Background: an optimization exercise with open tools, aiming at small area, a short achievable clock period and few clock cycles per item. Do not read the settings as production practice.
In this exercise RTL edits were held to simulation tests only and were not proved equivalent to the original.
Power is estimated from default activity; no workload was simulated.

## rev 12
## ekf_frontend_top
module ekf_frontend_top (
  input  wire                clk,
  input  wire                sys_rst,
  input  wire                ekf_pkg::stage_e i_stage_val,
  output logic               o_stage_rdy,
  input  wire                ekf_pkg::lm_idx_t i_l_k,
  input  wire                ekf_pkg::data_t i_rk,
  input  wire                ekf_pkg::data_t i_phi,
  output logic               o_plb_en,
  output logic               o_plb_we,
  output ekf_pkg::plb_addr_t o_plb_addr,
  output ekf_pkg::data_t     o_plb_din,
  input  wire                ekf_pkg::data_t i_plb_dout,
  output logic               o_init_predict,
  output logic               o_init_newlm,
  output logic               o_init_update,
  output ekf_pkg::data_t     o_xk,
  output ekf_pkg::data_t     o_yk,
  output ekf_pkg::data_t     o_xita,
  output ekf_pkg::data_t     o_lkx,
  output ekf_pkg::data_t     o_lky,
  input  wire                i_done_predict,
  input  wire                i_done_newlm,
  input  wire                i_done_update,
  input  wire                ekf_pkg::data_t i_result_0,
  input  wire                ekf_pkg::data_t i_result_1,
  input  wire                ekf_pkg::data_t i_result_2,
  input  wire                ekf_pkg::data_t i_result_3,
  input  wire                ekf_pkg::data_t i_result_4,
  input  wire                ekf_pkg::data_t i_result_5
);
  localparam logic [12:0] J = 13'd4096;
  typedef struct packed {
    logic a_r0, a_r1;           
    logic b_w, b_r3, b_r4;      
    logic sub;                  
    logic w_s;                  
    logic w_r0, w_r1, w_r2;     
    logic r0_r2, r0_rk, r1_phi;
    logic last;
  } ctl_t;
  logic        rdy_q;
  logic [1:0]  kind_q;
  logic [9:0]  k_q;
  logic [6:1]  ph_q;            
  logic        wait_q;          
  logic        wr_q;            
  logic [3:0]  n_q;             
  ctl_t        ctl_q;
  logic        en_q, we_q;
  logic [12:0] addr_q;
  ...
export LEC_CHECK = 0
export CAP_MARGIN = 20
export CORE_MARGIN = 2
export CORE_UTILIZATION = 40
export SETUP_SLACK_MARGIN = 3.0
export SLEW_MARGIN = 20
create_clock -name core_clock -period 5.5 [get_ports {clk}]
run.sh (not shown) runs the stock make flow with config.mk's settings and CLKGATE_MAP_FILE= SYNTH_SCRIPT=/design/flow/synth_recipe.tcl, a recipe that flattens the netlist after the stock synthesis.
Rev 12: PASS, flow complete, no timing, DRC or antenna violations
Testbench counts of rev 12, summed over its fixed seeds: cycles 24,171, stages 1,200.
Changes in rev 13 relative to rev 12:
# rev 12
export LEC_CHECK = 0
export CAP_MARGIN = 20
export CORE_MARGIN = 2
export CORE_UTILIZATION = 40
export SETUP_SLACK_MARGIN = 3.0
export SLEW_MARGIN = 20
create_clock -name core_clock -period 5.5 [get_ports {clk}]
# rev 13
export LEC_CHECK = 0
export ABC_CLOCK_PERIOD_IN_PS = 2500
export CAP_MARGIN = 20
export CORE_MARGIN = 2
export CORE_UTILIZATION = 40
export SETUP_SLACK_MARGIN = 2.0
export SLEW_MARGIN = 20
create_clock -name core_clock -period 5.5 [get_ports {clk}]
--- outcome ---
In summary, rev 13 completed successfully, with a layout that passed the timing, design-rule and antenna checks.
Worst-case reg-to-reg path depth for rev 13: 1 down relative to rev 12
Hold slack (higher): rev 12
Global-route wire length before repair on rev 13 is ahead of rev 12.
Rev 13 vs rev 12: DRC violation total after the first TritonRoute iteration down by a little under 10%
Comparing rev 13 with rev 12, the proportion of total power due to net switching came out essentially unchanged.
Looking at total power draw across both flows, rev 13 is the stronger of the two, with rev 12 trailing.
When rev 13 is measured against rev 12, its share of power burned in registers turns out 1.1 points higher.


## lane 3
ekf_frontend_top, a different RTL version from the one above (not shown whole).
Size in the first run: about 260 flip-flops, ~540 I/O pins.
==> flow/config.mk <==
export PLATFORM = sky130hd
export DESIGN_NAME = ekf_frontend_top
export DESIGN_NICKNAME = ekf_frontend_top
export VERILOG_FILES = /design/flow/design.v
export SDC_FILE = /design/flow/constraint.sdc
export NUM_CORES = 4
export LEC_CHECK = 0
export CAP_MARGIN = 20
export CORE_MARGIN = 2
export CORE_UTILIZATION = 40
export SETUP_SLACK_MARGIN = 3.0
export SLEW_MARGIN = 20
==> flow/constraint.sdc <==
create_clock -name core_clock -period 5.5 [get_ports {clk}]
set_input_delay 1.1000 -clock core_clock [delete_from_list [all_inputs] [get_ports {clk}]]
set_output_delay 1.1000 -clock core_clock [all_outputs]
set_load 0.01 [all_outputs]
standard.sh (not shown) runs the stock make flow with config.mk's settings and CLKGATE_MAP_FILE= SYNTH_SCRIPT=/design/flow/synth_recipe.tcl, a recipe that flattens the netlist after the stock synthesis.
==> flow/flow/run.sh <==
#!/bin/bash
# Standard layout, with the smallest plain buffer on every port instead of
# the default port buffer.
set -euo pipefail
export BUFFER_PORTS_ARGS="-buffer_cell sky130_fd_sc_hd__buf_1"
bash standard.sh > standard.log 2>&1
Lane 3: PASS, flow complete, no timing, DRC or antenna violations
Testbench counts of lane 3, summed over its fixed seeds: cycles 24,171, stages 1,200.
What lane 4 does differently from lane 3 at the input level:
- a change of SETUP_SLACK_MARGIN from 3.0 to 2.2
- a change of CORE_UTILIZATION from 40 to 45
- an added CTS_BUF_LIST of sky130_fd_sc_hd__clkbuf_4 sky130_fd_sc_hd__clkbuf_8
Lane 3 → lane 4: wire length of the first global-routing pass lost 6.4%; combined global-route utilization of all metal layers increased by 1.7 points relative to the old numbers. Lane 3 → lane 4: share of cell area taken by multi-input logic gates saw an increase, number of optimization iterations in the first detailed-route pass saw a decrease.

[afterwards: timing with drivers on the ports]
No port has a modelled driver above. Below, the same layouts with a new extraction and two added sets of constraints.
Step 1: set_driving_cell puts a clkbuf_16 on clk and a buf_2 on each other input, an assumption about the parent block.
Step 2 moves the port delays by t, midway between the first and last clock arrival at a register: inputs arrive t later, outputs are due t later. That takes back most of the time a late clock gives input paths.
a / b / c = ideal ports / drivers / drivers and shift; a / b = the first two.
run	t (ns)	slack for setup (ns)	hold slack, ns	worst setup path at the end	latest minus earliest clock arrival (ns)
rev 12	0.631	2.109 / 2.109 / 2.109	0.486 / 0.486 / 0.486	register to register	0.021 / 0.021
rev 13	0.641	1.987 / 1.987 / 1.816	0.463 / 0.463 / 0.463	input to register	0.020 / 0.020
lane 3	0.612	2.175 / 2.175 / 2.175	0.462 / 0.462 / 0.462	register to register	0.031 / 0.032
lane 4	0.704	2.295 / 2.295 / 2.295	0.460 / 0.460 / 0.460	register to register	0.035 / 0.035
After both steps setup and hold are still met in every run listed. The setup slack of rev 13, which loses most, moves by 0.000 ns with the drivers and by -0.171 ns with both steps.
